Background: an optimization exercise with open tools, aiming at small area, a short achievable clock period and few clock cycles per item. Do not read the settings as production practice.
Only simulation tests tie the RTL to the original design; equivalence was not proved.
Power figures rest on the tool's default switching activity, not on a simulated workload.

== alpha ==
## add_seq_ctrl
module add_seq_ctrl
#(
    parameter int unsigned N     = add_seq_pkg::ADDSEQ_N,
    parameter int unsigned WORDS = add_seq_pkg::ADDSEQ_WORDS
) (
    input  logic             clk,
    input  logic             rst,
    input  logic             in_valid,
    output logic             in_ready,
    input  logic [N*WORDS-1:0] a,
    input  logic [N*WORDS-1:0] b,
    input  logic             cin,
    input  logic             sub,
    output logic             out_valid,
    input  logic             out_ready,
    output logic [N*WORDS-1:0] sum,
    output logic             cout
);
==> flow/config.mk <==
export PLATFORM = sky130hd
export DESIGN_NAME = add_seq_ctrl
export DESIGN_NICKNAME = add_seq_ctrl
export VERILOG_FILES = /design/flow/design.v
export SDC_FILE = /design/flow/constraint.sdc
export NUM_CORES = 4
export LEC_CHECK = 0
export CAP_MARGIN = 20
export CORE_MARGIN = 2
export CORE_UTILIZATION = 40
export SLEW_MARGIN = 20
==> flow/constraint.sdc <==
create_clock -name core_clock -period 28.0 [get_ports {clk}]
set_input_delay 5.6000 -clock core_clock [delete_from_list [all_inputs] [get_ports {clk}]]
set_output_delay 5.6000 -clock core_clock [all_outputs]
set_load 0.01 [all_outputs]
standard.sh (not shown) runs the stock make flow with config.mk's settings and CLKGATE_MAP_FILE= SYNTH_SCRIPT=/design/flow/synth_recipe.tcl, a recipe that flattens the netlist after the stock synthesis.
==> flow/flow/run.sh <==
#!/bin/bash
# The standard layout (standard.sh) with changes to how it is made; the
# constraints (constraint.sdc) are the standard flow's, unchanged. ORFS keeps each tool's
# log in orfs/logs; this script's own output goes to standard.log.
MARGIN=20
bash standard.sh finish \
  "BUFFER_PORTS_ARGS=-buffer_cell sky130_fd_sc_hd__buf_1" \
  SETUP_SLACK_MARGIN=$MARGIN \
  PRE_RESIZE_TCL=$PWD/flow/pre_resize.tcl  "ABC_AREA=1" "DONT_USE_CELLS= sky130_fd_sc_hd__probe_p_8 sky130_fd_sc_hd__probec_p_8 sky130_fd_sc_hd__lpflow_bleeder_1 sky130_fd_sc_hd__lpflow_clkbufkapwr_1 sky130_fd_sc_hd__lpflow_clkbufkapwr_16 sky130_fd_sc_hd__lpflow_clkbufkapwr_2 sky130_fd_sc_hd__lpflow_clkbufkapwr_4 sky130_fd_sc_hd__lpflow_clkbufkapwr_8 sky130_fd_sc_hd__lpflow_clkinvkapwr_1 sky130_fd_sc_hd__lpflow_clkinvkapwr_16 sky130_fd_sc_hd__lpflow_clkinvkapwr_2 sky130_fd_sc_hd__lpflow_clkinvkapwr_4 sky130_fd_sc_hd__lpflow_clkinvkapwr_8 sky130_fd_sc_hd__lpflow_decapkapwr_12 sky130_fd_sc_hd__lpflow_decapkapwr_3 sky130_fd_sc_hd__lpflow_decapkapwr_4 sky130_fd_sc_hd__lpflow_decapkapwr_6 sky130_fd_sc_hd__lpflow_decapkapwr_8 sky130_fd_sc_hd__lpflow_inputiso0n_1 sky130_fd_sc_hd__lpflow_inputiso0p_1 sky130_fd_sc_hd__lpflow_inputiso1n_1 sky130_fd_sc_hd__lpflow_inputiso1p_1 sky130_fd_sc_hd__lpflow_inputisolatch_1 sky130_fd_sc_hd__lpflow_isobufsrc_1 sky130_fd_sc_hd__lpflow_isobufsrc_16 sky130_fd_sc_hd__lpflow_isobufsrc_2 sky130_fd_sc_hd__lpflow_isobufsrc_4 sky130_fd_sc_hd__lpflow_isobufsrc_8 sky130_fd_sc_hd__lpflow_isobufsrckapwr_16 sky130_fd_sc_hd__lpflow_lsbuf_lh_hl_isowell_tap_1 sky130_fd_sc_hd__lpflow_lsbuf_lh_hl_isowell_tap_2 sky130_fd_sc_hd__lpflow_lsbuf_lh_hl_isowell_tap_4 sky130_fd_sc_hd__lpflow_lsbuf_lh_isowell_4 sky130_fd_sc_hd__lpflow_lsbuf_lh_isowell_tap_1 sky130_fd_sc_hd__lpflow_lsbuf_lh_isowell_tap_2 sky130_fd_sc_hd__lpflow_lsbuf_lh_isowell_tap_4  sky130_fd_sc_hd__fa_1 sky130_fd_sc_hd__fa_2 sky130_fd_sc_hd__fa_4" "CORE_UTILIZATION=60" "CTS_CLUSTER_SIZE=24" "CTS_CLUSTER_DIAMETER=90" > standard.log 2>&1
Other scripts of this flow, unchanged in this note and not shown: flow/flow/fanout_tree.tcl, flow/flow/pre_resize.tcl
Testbench counts of alpha, summed over its fixed seeds: cycles 1,288, items 1,280.
Setup changes, alpha to beta
-- flow/flow/run.sh --
<<< alpha, line 4
# log in orfs/logs; this script's own output goes to standard.log.
MARGIN=20
bash standard.sh finish \
>>> beta, line 4
# log in orfs/logs; this script's own output goes to standard.log.
MARGIN=19
bash standard.sh finish \
Findings:
Re data arrival time at the worst-slack endpoint: alpha was lower than beta.
Looking at core utilization, beta sits 15 points lower than alpha does.
When the final numbers for alpha and beta were put side by side, the required time reported for the critical path endpoint turned out to be greater in alpha.
Multi-input gate share of the layout cell area, alpha and beta: higher on alpha
Total non-filler cell area in the finished layout down about 17% in beta wrt alpha
On global-route wire length before repair: beta sits below alpha.
Compared with alpha, beta shows a higher shortest period the worst path allows.
Total routed wirelength in beta vs alpha: down 15000 um
Comparing alpha and beta, the higher slack of the critical path is on alpha.
Compared with alpha, beta shows a higher post-route clock period utilization.
Compared with alpha, beta shows a lower overall power.

Starting RTL as in the previous note.
==> flow/config.mk <==
export PLATFORM = sky130hd
export DESIGN_NAME = add_seq_ctrl
export DESIGN_NICKNAME = add_seq_ctrl
export VERILOG_FILES = /design/flow/design.v
export SDC_FILE = /design/flow/constraint.sdc
export NUM_CORES = 4
export LEC_CHECK = 0
export CAP_MARGIN = 20
export CORE_MARGIN = 2
export CORE_UTILIZATION = 40
export SLEW_MARGIN = 20
==> flow/constraint.sdc <==
create_clock -name core_clock -period 28.0 [get_ports {clk}]
set_input_delay 5.6000 -clock core_clock [delete_from_list [all_inputs] [get_ports {clk}]]
set_output_delay 5.6000 -clock core_clock [all_outputs]
set_load 0.01 [all_outputs]
==> flow/flow/run.sh <==
#!/bin/bash
# The standard layout (standard.sh) with changes to how it is made; the
# constraints (constraint.sdc) are the standard flow's, unchanged. ORFS keeps each tool's
# log in orfs/logs; this script's own output goes to standard.log.
MARGIN=19.7
bash standard.sh finish \
  "BUFFER_PORTS_ARGS=-buffer_cell sky130_fd_sc_hd__buf_1" \
  SETUP_SLACK_MARGIN=$MARGIN \
  PRE_RESIZE_TCL=$PWD/flow/pre_resize.tcl  "ABC_AREA=1" "DONT_USE_CELLS= sky130_fd_sc_hd__probe_p_8 sky130_fd_sc_hd__probec_p_8 sky130_fd_sc_hd__lpflow_bleeder_1 sky130_fd_sc_hd__lpflow_clkbufkapwr_1 sky130_fd_sc_hd__lpflow_clkbufkapwr_16 sky130_fd_sc_hd__lpflow_clkbufkapwr_2 sky130_fd_sc_hd__lpflow_clkbufkapwr_4 sky130_fd_sc_hd__lpflow_clkbufkapwr_8 sky130_fd_sc_hd__lpflow_clkinvkapwr_1 sky130_fd_sc_hd__lpflow_clkinvkapwr_16 sky130_fd_sc_hd__lpflow_clkinvkapwr_2 sky130_fd_sc_hd__lpflow_clkinvkapwr_4 sky130_fd_sc_hd__lpflow_clkinvkapwr_8 sky130_fd_sc_hd__lpflow_decapkapwr_12 sky130_fd_sc_hd__lpflow_decapkapwr_3 sky130_fd_sc_hd__lpflow_decapkapwr_4 sky130_fd_sc_hd__lpflow_decapkapwr_6 sky130_fd_sc_hd__lpflow_decapkapwr_8 sky130_fd_sc_hd__lpflow_inputiso0n_1 sky130_fd_sc_hd__lpflow_inputiso0p_1 sky130_fd_sc_hd__lpflow_inputiso1n_1 sky130_fd_sc_hd__lpflow_inputiso1p_1 sky130_fd_sc_hd__lpflow_inputisolatch_1 sky130_fd_sc_hd__lpflow_isobufsrc_1 sky130_fd_sc_hd__lpflow_isobufsrc_16 sky130_fd_sc_hd__lpflow_isobufsrc_2 sky130_fd_sc_hd__lpflow_isobufsrc_4 sky130_fd_sc_hd__lpflow_isobufsrc_8 sky130_fd_sc_hd__lpflow_isobufsrckapwr_16 sky130_fd_sc_hd__lpflow_lsbuf_lh_hl_isowell_tap_1 sky130_fd_sc_hd__lpflow_lsbuf_lh_hl_isowell_tap_2 sky130_fd_sc_hd__lpflow_lsbuf_lh_hl_isowell_tap_4 sky130_fd_sc_hd__lpflow_lsbuf_lh_isowell_4 sky130_fd_sc_hd__lpflow_lsbuf_lh_isowell_tap_1 sky130_fd_sc_hd__lpflow_lsbuf_lh_isowell_tap_2 sky130_fd_sc_hd__lpflow_lsbuf_lh_isowell_tap_4  sky130_fd_sc_hd__fa_1 sky130_fd_sc_hd__fa_2 sky130_fd_sc_hd__fa_4" "CORE_UTILIZATION=60" "CTS_CLUSTER_SIZE=24" "CTS_CLUSTER_DIAMETER=90" > standard.log 2>&1
==> flow/flow/pre_resize.tcl <==
# Sourced by ORFS after global placement, before repair_design (PRE_RESIZE_TCL).
source [file join [file dirname [info script]] fanout_tree.tcl]
build_port_tree sub sky130_fd_sc_hd__buf_4 16
Other scripts of this flow, unchanged in this note and not shown: flow/flow/fanout_tree.tcl
Testbench counts at the start, summed over its fixed seeds: cycles 1,288, items 1,280.
Rerun with:
--- a/flow/flow/run.sh
+++ b/flow/flow/run.sh
@@ -5 +5 @@
-MARGIN=19.7
+MARGIN=19.5
After rerunning:
- register-to-register slack degrades by 160 ps
- total power fell by a few percent
- design area fell by a few percent
- via count fell by a few percent
- die area stays the same
- utilization fell by 4.2 points
Rerun with:
--- a/flow/flow/pre_resize.tcl
+++ b/flow/flow/pre_resize.tcl
@@ -3 +3 @@
-build_port_tree sub sky130_fd_sc_hd__buf_4 16
+build_port_tree sub sky130_fd_sc_hd__buf_2 8
Outcome: The new run finished with timing, DRC and antenna clean; total power hardly moves; clock power barely changes; via count is about the same; design area hardly moves; fmax barely changes; utilization hardly moves; combinational power hardly moves; sequential share of layout area stays flat; worst setup slack gets worse by 19 ps.

add_seq_ctrl, a different RTL version from the one above (not shown whole).
Size: ~2700 cells after synthesis, ~30000 sq um of cells after synthesis.
Settings: LEC_CHECK=0, CAP_MARGIN=20, CORE_MARGIN=2, CORE_UTILIZATION=40, SLEW_MARGIN=20; clock period 28.0 ns.
==> flow/flow/run.sh <==
#!/bin/bash
# The standard layout (standard.sh), with two changes to how it is made:
#  - ports are buffered with sky130_fd_sc_hd__buf_1 instead of the delay buffer
#    buffer_ports picks by default;
#  - timing repair aims for extra setup slack, so the layout runs faster than
#    the 28 ns the constraints require.
# The constraints (constraint.sdc) are the standard flow's, unchanged. Each tool's log is in
# orfs/logs; this script's own output goes to standard.log.
MARGIN=20
bash standard.sh finish \
  "BUFFER_PORTS_ARGS=-buffer_cell sky130_fd_sc_hd__buf_1" \
  SETUP_SLACK_MARGIN=$MARGIN  > standard.log 2>&1
Testbench counts at the start, summed over its fixed seeds: cycles 1,288, items 1,280.
Rerun with:
--- a/flow/flow/run.sh
+++ b/flow/flow/run.sh
@@ -7,6 +7,6 @@
 # The constraints (constraint.sdc) are the standard flow's, unchanged. Each tool's log is in
 # orfs/logs; this script's own output goes to standard.log.
-MARGIN=20
+MARGIN=19
 bash standard.sh finish \
   "BUFFER_PORTS_ARGS=-buffer_cell sky130_fd_sc_hd__buf_1" \
-  SETUP_SLACK_MARGIN=$MARGIN  > standard.log 2>&1
+  SETUP_SLACK_MARGIN=$MARGIN  "ABC_AREA=1" "DONT_USE_CELLS= sky130_fd_sc_hd__probe_p_8 sky130_fd_sc_hd__probec_p_8 sky130_fd_sc_hd__lpflow_bleeder_1 sky130_fd_sc_hd__lpflow_clkbufkapwr_1 sky130_fd_sc_hd__lpflow_clkbufkapwr_16 sky130_fd_sc_hd__lpflow_clkbufkapwr_2 sky130_fd_sc_hd__lpflow_clkbufkapwr_4 sky130_fd_sc_hd__lpflow_clkbufkapwr_8 sky130_fd_sc_hd__lpflow_clkinvkapwr_1 sky130_fd_sc_hd__lpflow_clkinvkapwr_16 sky130_fd_sc_hd__lpflow_clkinvkapwr_2 sky130_fd_sc_hd__lpflow_clkinvkapwr_4 sky130_fd_sc_hd__lpflow_clkinvkapwr_8 sky130_fd_sc_hd__lpflow_decapkapwr_12 sky130_fd_sc_hd__lpflow_decapkapwr_3 sky130_fd_sc_hd__lpflow_decapkapwr_4 sky130_fd_sc_hd__lpflow_decapkapwr_6 sky130_fd_sc_hd__lpflow_decapkapwr_8 sky130_fd_sc_hd__lpflow_inputiso0n_1 sky130_fd_sc_hd__lpflow_inputiso0p_1 sky130_fd_sc_hd__lpflow_inputiso1n_1 sky130_fd_sc_hd__lpflow_inputiso1p_1 sky130_fd_sc_hd__lpflow_inputisolatch_1 sky130_fd_sc_hd__lpflow_isobufsrc_1 sky130_fd_sc_hd__lpflow_isobufsrc_16 sky130_fd_sc_hd__lpflow_isobufsrc_2 sky130_fd_sc_hd__lpflow_isobufsrc_4 sky130_fd_sc_hd__lpflow_isobufsrc_8 sky130_fd_sc_hd__lpflow_isobufsrckapwr_16 sky130_fd_sc_hd__lpflow_lsbuf_lh_hl_isowell_tap_1 sky130_fd_sc_hd__lpflow_lsbuf_lh_hl_isowell_tap_2 sky130_fd_sc_hd__lpflow_lsbuf_lh_hl_isowell_tap_4 sky130_fd_sc_hd__lpflow_lsbuf_lh_isowell_4 sky130_fd_sc_hd__lpflow_lsbuf_lh_isowell_tap_1 sky130_fd_sc_hd__lpflow_lsbuf_lh_isowell_tap_2 sky130_fd_sc_hd__lpflow_lsbuf_lh_isowell_tap_4  sky130_fd_sc_hd__fa_1 sky130_fd_sc_hd__fa_2 sky130_fd_sc_hd__fa_4" "CORE_UTILIZATION=60" "CTS_CLUSTER_SIZE=24" "CTS_CLUSTER_DIAMETER=90" > standard.log 2>&1
Via count grows by 3.7%; wire length shrinks by 0.99%; total power shrinks by 14%; clock power shrinks by 43%; design area shrinks by 12%; utilization grows by 19 points; global-route usage grows by 12 points; worst setup slack gains 0.67 ns; cell count shrinks by 4.8%.
Rerun with:
==> flow/flow/run.sh (replaced) <==
#!/bin/bash
# The standard layout (standard.sh), with two changes to how it is made:
#  - ports are buffered with sky130_fd_sc_hd__buf_1 instead of the delay buffer
#    buffer_ports picks by default;
#  - timing repair aims for extra setup slack, so the layout runs faster than
#    the 28 ns the constraints require.
# The constraints (constraint.sdc) are the standard flow's, unchanged. Each tool's log is in
# orfs/logs; this script's own output goes to standard.log.
MARGIN=18
bash standard.sh finish \
  "BUFFER_PORTS_ARGS=-buffer_cell sky130_fd_sc_hd__buf_1" \
  SETUP_SLACK_MARGIN=$MARGIN > standard.log 2>&1
Outcome:
- worst setup slack got worse by 0.82 ns
- combinational power goes down by 10%
- clock power goes up by 68%
Rerun with:
--- a/flow/flow/run.sh
+++ b/flow/flow/run.sh
@@ -7,6 +7,6 @@
 # The constraints (constraint.sdc) are the standard flow's, unchanged. Each tool's log is in
 # orfs/logs; this script's own output goes to standard.log.
-MARGIN=18
+MARGIN=19
 bash standard.sh finish \
   "BUFFER_PORTS_ARGS=-buffer_cell sky130_fd_sc_hd__buf_1" \
-  SETUP_SLACK_MARGIN=$MARGIN > standard.log 2>&1
+  SETUP_SLACK_MARGIN=$MARGIN  "CORE_UTILIZATION=60" "CTS_BUF_LIST=sky130_fd_sc_hd__clkbuf_4 sky130_fd_sc_hd__clkbuf_8" > standard.log 2>&1
After rerunning: The new run completed without violations; synthesized cell count stays the same; final area increases by 9.5%; via count increases by 13%; synthesized area is unchanged; clock skew increases by 0.019 ns; routed wire length increases by 12%; sequential power is about the same; hold slack hardly moves; critical path depth decreases by 4; combinational power increases by 29%; power increases by 7.8%.

add_seq_ctrl again, from the RTL that the note above started with.
## add_seq_ctrl
module add_seq_ctrl
#(
    parameter int unsigned N     = add_seq_pkg::ADDSEQ_N,
    parameter int unsigned WORDS = add_seq_pkg::ADDSEQ_WORDS
) (
    input  logic             clk,
    input  logic             rst,
    input  logic             in_valid,
    output logic             in_ready,
    input  logic [N*WORDS-1:0] a,
    input  logic [N*WORDS-1:0] b,
    input  logic             cin,
    input  logic             sub,
    output logic             out_valid,
    input  logic             out_ready,
    output logic [N*WORDS-1:0] sum,
    output logic             cout
);
Settings: LEC_CHECK=0, CAP_MARGIN=20, CORE_MARGIN=2, CORE_UTILIZATION=40, SLEW_MARGIN=20; clock period 28.0 ns.
==> flow/flow/run.sh <==
#!/bin/bash
# The standard layout (standard.sh), with two changes to how it is made:
#  - ports are buffered with sky130_fd_sc_hd__buf_1 instead of the delay buffer
#    buffer_ports picks by default;
#  - timing repair aims for extra setup slack, so the layout runs faster than
#    the 28 ns the constraints require.
# The constraints (constraint.sdc) are the standard flow's, unchanged. Each tool's log is in
# orfs/logs; this script's own output goes to standard.log.
MARGIN=19
bash standard.sh finish \
  "BUFFER_PORTS_ARGS=-buffer_cell sky130_fd_sc_hd__buf_1" \
  SETUP_SLACK_MARGIN=$MARGIN  "ABC_AREA=1" "DONT_USE_CELLS= sky130_fd_sc_hd__probe_p_8 sky130_fd_sc_hd__probec_p_8 sky130_fd_sc_hd__lpflow_bleeder_1 sky130_fd_sc_hd__lpflow_clkbufkapwr_1 sky130_fd_sc_hd__lpflow_clkbufkapwr_16 sky130_fd_sc_hd__lpflow_clkbufkapwr_2 sky130_fd_sc_hd__lpflow_clkbufkapwr_4 sky130_fd_sc_hd__lpflow_clkbufkapwr_8 sky130_fd_sc_hd__lpflow_clkinvkapwr_1 sky130_fd_sc_hd__lpflow_clkinvkapwr_16 sky130_fd_sc_hd__lpflow_clkinvkapwr_2 sky130_fd_sc_hd__lpflow_clkinvkapwr_4 sky130_fd_sc_hd__lpflow_clkinvkapwr_8 sky130_fd_sc_hd__lpflow_decapkapwr_12 sky130_fd_sc_hd__lpflow_decapkapwr_3 sky130_fd_sc_hd__lpflow_decapkapwr_4 sky130_fd_sc_hd__lpflow_decapkapwr_6 sky130_fd_sc_hd__lpflow_decapkapwr_8 sky130_fd_sc_hd__lpflow_inputiso0n_1 sky130_fd_sc_hd__lpflow_inputiso0p_1 sky130_fd_sc_hd__lpflow_inputiso1n_1 sky130_fd_sc_hd__lpflow_inputiso1p_1 sky130_fd_sc_hd__lpflow_inputisolatch_1 sky130_fd_sc_hd__lpflow_isobufsrc_1 sky130_fd_sc_hd__lpflow_isobufsrc_16 sky130_fd_sc_hd__lpflow_isobufsrc_2 sky130_fd_sc_hd__lpflow_isobufsrc_4 sky130_fd_sc_hd__lpflow_isobufsrc_8 sky130_fd_sc_hd__lpflow_isobufsrckapwr_16 sky130_fd_sc_hd__lpflow_lsbuf_lh_hl_isowell_tap_1 sky130_fd_sc_hd__lpflow_lsbuf_lh_hl_isowell_tap_2 sky130_fd_sc_hd__lpflow_lsbuf_lh_hl_isowell_tap_4 sky130_fd_sc_hd__lpflow_lsbuf_lh_isowell_4 sky130_fd_sc_hd__lpflow_lsbuf_lh_isowell_tap_1 sky130_fd_sc_hd__lpflow_lsbuf_lh_isowell_tap_2 sky130_fd_sc_hd__lpflow_lsbuf_lh_isowell_tap_4  sky130_fd_sc_hd__fa_1 sky130_fd_sc_hd__fa_2 sky130_fd_sc_hd__fa_4" "CORE_UTILIZATION=60" "CTS_CLUSTER_SIZE=30" "CTS_CLUSTER_DIAMETER=100" > standard.log 2>&1
Testbench counts at the start, summed over its fixed seeds: cycles 1,288, items 1,280.
Then changed:
==> flow/flow/run.sh (replaced) <==
#!/bin/bash
# The standard layout (standard.sh), with two changes to how it is made:
#  - ports are buffered with sky130_fd_sc_hd__buf_1 instead of the delay buffer
#    buffer_ports picks by default;
#  - timing repair aims for extra setup slack, so the layout runs faster than
#    the 28 ns the constraints require.
# The constraints (constraint.sdc) are the standard flow's, unchanged. Each tool's log is in
# orfs/logs; this script's own output goes to standard.log.
MARGIN=19
bash standard.sh finish \
  "BUFFER_PORTS_ARGS=-buffer_cell sky130_fd_sc_hd__buf_1" \
  SETUP_SLACK_MARGIN=$MARGIN  "ABC_AREA=1" "ADDER_MAP_FILE=" > standard.log 2>&1
Non-clock buffer count went down by 17.
Setup slack is better by 0.22 ns.
Power climbs by 11%.
Routed wire length rose by 7.4%.
Count of clock-buffer cells in the layout rises by 48.
First-iteration DRC count decreases by 9.8%.
Global-route usage goes down by 11 points.
Die area rises by 57%.
Via count came out higher by 19%.
Clock power is higher by 100%.
Then changed:
==> flow/flow/run.sh (replaced) <==
#!/bin/bash
# Standard layout, unchanged; logs kept beside it.
bash standard.sh > standard.log 2>&1
Result: Final cell count goes down by 24%; sequential share of layout area goes down by 3.0 points; routed wire length stays flat; clock skew is about the same; sequential power goes up by about 7%; non-clock buffer count goes down by 26; first-iteration DRC count goes down by 21%.
Then changed:
==> flow/flow/run.sh (replaced) <==
#!/bin/bash
# The standard layout (standard.sh), with two changes to how it is made:
#  - ports are buffered with sky130_fd_sc_hd__buf_1 instead of the delay buffer
#    buffer_ports picks by default;
#  - timing repair aims for extra setup slack, so the layout runs faster than
#    the 28 ns the constraints require.
# The constraints (constraint.sdc) are the standard flow's, unchanged. Each tool's log is in
# orfs/logs; this script's own output goes to standard.log.
MARGIN=19
bash standard.sh finish \
  "BUFFER_PORTS_ARGS=-buffer_cell sky130_fd_sc_hd__buf_1" \
  SETUP_SLACK_MARGIN=$MARGIN  "ABC_AREA=1" "DONT_USE_CELLS= sky130_fd_sc_hd__probe_p_8 sky130_fd_sc_hd__probec_p_8 sky130_fd_sc_hd__lpflow_bleeder_1 sky130_fd_sc_hd__lpflow_clkbufkapwr_1 sky130_fd_sc_hd__lpflow_clkbufkapwr_16 sky130_fd_sc_hd__lpflow_clkbufkapwr_2 sky130_fd_sc_hd__lpflow_clkbufkapwr_4 sky130_fd_sc_hd__lpflow_clkbufkapwr_8 sky130_fd_sc_hd__lpflow_clkinvkapwr_1 sky130_fd_sc_hd__lpflow_clkinvkapwr_16 sky130_fd_sc_hd__lpflow_clkinvkapwr_2 sky130_fd_sc_hd__lpflow_clkinvkapwr_4 sky130_fd_sc_hd__lpflow_clkinvkapwr_8 sky130_fd_sc_hd__lpflow_decapkapwr_12 sky130_fd_sc_hd__lpflow_decapkapwr_3 sky130_fd_sc_hd__lpflow_decapkapwr_4 sky130_fd_sc_hd__lpflow_decapkapwr_6 sky130_fd_sc_hd__lpflow_decapkapwr_8 sky130_fd_sc_hd__lpflow_inputiso0n_1 sky130_fd_sc_hd__lpflow_inputiso0p_1 sky130_fd_sc_hd__lpflow_inputiso1n_1 sky130_fd_sc_hd__lpflow_inputiso1p_1 sky130_fd_sc_hd__lpflow_inputisolatch_1 sky130_fd_sc_hd__lpflow_isobufsrc_1 sky130_fd_sc_hd__lpflow_isobufsrc_16 sky130_fd_sc_hd__lpflow_isobufsrc_2 sky130_fd_sc_hd__lpflow_isobufsrc_4 sky130_fd_sc_hd__lpflow_isobufsrc_8 sky130_fd_sc_hd__lpflow_isobufsrckapwr_16 sky130_fd_sc_hd__lpflow_lsbuf_lh_hl_isowell_tap_1 sky130_fd_sc_hd__lpflow_lsbuf_lh_hl_isowell_tap_2 sky130_fd_sc_hd__lpflow_lsbuf_lh_hl_isowell_tap_4 sky130_fd_sc_hd__lpflow_lsbuf_lh_isowell_4 sky130_fd_sc_hd__lpflow_lsbuf_lh_isowell_tap_1 sky130_fd_sc_hd__lpflow_lsbuf_lh_isowell_tap_2 sky130_fd_sc_hd__lpflow_lsbuf_lh_isowell_tap_4  sky130_fd_sc_hd__fa_1 sky130_fd_sc_hd__fa_2 sky130_fd_sc_hd__fa_4" > standard.log 2>&1
Outcome: Routed wire length shrinks by about 8%; design area shrinks by 11%; sequential share of layout area grows by 4.0 points; worst hold slack is worse by 0.014 ns; synthesized cell count grows by about 9%; setup slack is better by 2.7 ns; die area shrinks by 2.9%; total power shrinks by 5.7%; register-to-register slack is better by 0.64 ns; first-iteration DRC count shrinks by about 10%.

[what the ideal ports hide]
In the flow no input, the clock included, has a driving cell. The finished layouts below were timed again as built, in two steps. Step 1 sets driving cells, clkbuf_16 on the clock port and buf_2 on the other inputs (assumed; they add their load-dependent delay and slew). Step 2 also shifts input and output timing later by t, the mid clock arrival at the registers, as if the neighbouring blocks saw the same clock. Three values: no drivers, after step 1, after step 2; two values: the first two.
run | t, ns | setup slack, ns | worst setup path after step 2 | slew at the worst register clock pin (ns)
alpha | 0.680 | 19.578 / 19.334 / 18.654 | input to register | 0.10 / 0.10
beta | 0.661 | 19.271 / 19.269 / 18.608 | input to register | 0.10 / 0.10
the first run of note 2 | 0.657 | 19.523 / 19.335 / 18.678 | input to register | 0.10 / 0.10
the second run of note 2 | 0.649 | 19.644 / 19.438 / 18.790 | input to register | 0.10 / 0.10
the third run of note 2 | 0.648 | 19.625 / 19.350 / 18.702 | input to register | 0.10 / 0.10
the first run of note 3 | 0.669 | 18.324 / 18.282 / 17.614 | input to register | 0.07 / 0.07
the second run of note 3 | 0.661 | 18.994 / 18.921 / 18.260 | input to register | 0.10 / 0.10
the third run of note 3 | 0.667 | 18.172 / 18.090 / 17.422 | input to register | 0.07 / 0.07
the fourth run of note 3 | 0.748 | 18.534 / 18.314 / 17.566 | input to register | 0.07 / 0.07
the first run of note 4 | 0.631 | 19.006 / 18.927 / 18.296 | input to register | 0.12 / 0.12
the second run of note 4 | 0.667 | 19.231 / 19.114 / 18.447 | input to register | 0.07 / 0.07
the third run of note 4 | 0.677 | 16.345 / 16.357 / 15.680 | input to register | 0.06 / 0.06
the fourth run of note 4 | 0.663 | 19.039 / 19.033 / 18.370 | input to register | 0.06 / 0.06
After both steps every run listed still meets setup and hold. For the fourth run of note 3, which loses most, drivers alone change the setup slack by -0.220 ns; drivers and shift together by -0.968 ns.
